Context: an optimization exercise on an open-source flow, tuned for small area. The choices shown serve that exercise and are no tape-out recipe. In this exercise RTL edits were held to simulation tests only and were not proved equivalent to the original. Power figures rest on the tool's default switching activity, not on a simulated workload.

// unflatten_stream
module unflatten_stream #(
  parameter int DATA_W = cnn_pkg::DATA_W,
  parameter int COLS   = cnn_pkg::COLS,
  parameter int ROWS   = cnn_pkg::ROWS
) (
  input  logic                     clk,
  input  logic                     rst_n,
  input  logic                     start,
  input  logic                     in_valid,
  output logic                     in_ready,
  input  logic signed [DATA_W-1:0] in_data,
  input  logic                     in_last,
  output logic [COLS*ROWS*DATA_W-1:0] grid_out,
  output logic                     frame_valid,
  input  logic                     frame_ack,
  output logic                     busy,
  output logic                     len_err
);
Settings: LEC_CHECK=0, CAP_MARGIN=20, CORE_AREA=5 5 715 715, DIE_AREA=0 0 720 720, PLACE_DENSITY=0.8, SLEW_MARGIN=20; clock period 5.0 ns.
standard.sh (not shown) runs the stock make flow with config.mk's settings and CLKGATE_MAP_FILE= SYNTH_SCRIPT=/design/flow/synth_recipe.tcl, a recipe that flattens the netlist after the stock synthesis.
==> flow/flow/run.sh <==
#!/bin/bash
# Standard layout, with the port buffers made from the smallest buffer cell and a clock
# tree of clkbuf_8 sink clusters without dummy loads.
set -euo pipefail
bash standard.sh \
  BUFFER_PORTS_ARGS="-buffer_cell sky130_fd_sc_hd__buf_1" \
  CTS_ARGS="-sink_clustering_enable -repair_clock_nets -dont_use_dummy_load -buf_list sky130_fd_sc_hd__clkbuf_8 -sink_clustering_size 18 -sink_clustering_max_diameter 120" \
  finish > standard.log 2>&1
Rerun with:
--- a/flow/flow/run.sh
+++ b/flow/flow/run.sh
@@ -7 +7 @@
-  CTS_ARGS="-sink_clustering_enable -repair_clock_nets -dont_use_dummy_load -buf_list sky130_fd_sc_hd__clkbuf_8 -sink_clustering_size 18 -sink_clustering_max_diameter 120" \
+  CTS_ARGS="-sink_clustering_enable -repair_clock_nets -dont_use_dummy_load -buf_list sky130_fd_sc_hd__clkbuf_8 -sink_clustering_size 17 -sink_clustering_max_diameter 100" \
- CORE_AREA: 5 5 715 715 -> 5 5 515 515
- DIE_AREA: 0 0 720 720 -> 0 0 520 520
Now the flow ended with an error in I/O pin placement (3_2_place_iop) (PPL-0024).
Synthesized cell count stays the same.
Area after synthesis stays the same.
Rerun with:
--- a/flow/flow/run.sh
+++ b/flow/flow/run.sh
@@ -7 +7 @@
-  CTS_ARGS="-sink_clustering_enable -repair_clock_nets -dont_use_dummy_load -buf_list sky130_fd_sc_hd__clkbuf_8 -sink_clustering_size 17 -sink_clustering_max_diameter 100" \
+  CTS_ARGS="-sink_clustering_enable -repair_clock_nets -dont_use_dummy_load -buf_list sky130_fd_sc_hd__clkbuf_8 -sink_clustering_size 20 -sink_clustering_max_diameter 45" \
- CORE_AREA: 5 5 515 515 -> 5 5 715 715
- DIE_AREA: 0 0 520 520 -> 0 0 720 720
- PLACE_DENSITY: 0.8 -> 0.9
- With this change the flow finished with timing, DRC and antenna clean
- area after synthesis does not change
- synthesized cell count does not change
Rerun with:
==> flow/run.sh (new file) <==
#!/bin/bash
# synth_recipe.tcl (not shown) runs the flow's synth.tcl, then flattens the netlist and writes it again
# the make line also repeats each setting of config.mk as NAME=value (left out here)
make -C /OpenROAD-flow-scripts/flow DESIGN_CONFIG=/design/flow/config.mk WORK_HOME=/design/flow/orfs CLKGATE_MAP_FILE= SYNTH_SCRIPT=/design/flow/synth_recipe.tcl finish
- PLACE_DENSITY: 0.9 -> not set
removed: flow/flow/run.sh
removed: flow/standard.sh
What happened: Design area rises by 20%. Global-route usage drops by 0.19 points. Combinational power rose by 41%. Hold slack improved by 0.10 ns. Via count came out lower by 2.9%. Clock skew goes down by 0.083 ns. Clock power is higher by 78%.
Rerun with:
==> flow/flow/run.sh (new file) <==
#!/bin/bash
# Standard layout, with the port buffers made from the smallest buffer cell and a clock
# tree of clkbuf_8 sink clusters without dummy loads.
set -euo pipefail
bash standard.sh \
  BUFFER_PORTS_ARGS="-buffer_cell sky130_fd_sc_hd__buf_1" \
  CTS_ARGS="-sink_clustering_enable -repair_clock_nets -dont_use_dummy_load -buf_list sky130_fd_sc_hd__clkbuf_8 -sink_clustering_size 18 -sink_clustering_max_diameter 80" \
  finish > standard.log 2>&1
==> flow/standard.sh (new file) <==
#!/bin/bash
# synth_recipe.tcl (not shown) runs the flow's synth.tcl, then flattens the netlist and writes it again
# the make line also repeats each setting of config.mk as NAME=value (left out here)
make -C /OpenROAD-flow-scripts/flow DESIGN_CONFIG=/design/flow/config.mk WORK_HOME=/design/flow/orfs CLKGATE_MAP_FILE= SYNTH_SCRIPT=/design/flow/synth_recipe.tcl "${@:-finish}"
- PLACE_DENSITY: not set -> 0.8
removed: flow/run.sh
After rerunning: Worst setup slack improved by 0.36 ns. Wire length decreases by 2.2%. Via count is about the same. Non-clock buffer count went down by 3. Worst hold slack is worse by 0.055 ns. Die area is unchanged. Critical path depth is unchanged. Count of clock-buffer cells in the layout goes down by 95.

-- port drivers added, routing unchanged --
No port has a modelled driver above. Below, the same layouts with a new extraction and two added sets of constraints.
Step 1 sets driving cells, clkbuf_16 on the clock port and buf_2 on the other inputs (assumed; they add their load-dependent delay and slew).
Step 2, shift: input delay + t, output delay - t, t = (earliest + latest rising clock arrival at the registers) / 2. This alone moves slack from input paths to output paths.
Slacks: ideal / step 1 / step 2; pairs: ideal / step 1.
run | t (ns) | setup WS [ns] | hold WS [ns] | worst setup path at the end | clock arrival spread, ns
the first run | 1.007 | 1.852 / 1.772 / 1.931 | 0.196 / 0.148 / 0.379 | input to register | 0.128 / 0.128
the third run | 0.998 | 1.967 / 1.887 / 1.821 | 0.226 / 0.357 / 0.378 | input to register | 0.176 / 0.176
the fourth run | 0.934 | 1.544 / 1.463 / 1.331 | 0.326 / 0.276 / 0.412 | input to register | 0.061 / 0.061
the fifth run | 0.960 | 1.903 / 1.823 / 1.889 | 0.272 / 0.215 / 0.393 | input to register | 0.129 / 0.129
After both steps setup and hold are still met in every run listed. For the fourth run, which loses most, drivers alone change the setup slack by -0.081 ns; drivers and shift together by -0.213 ns.
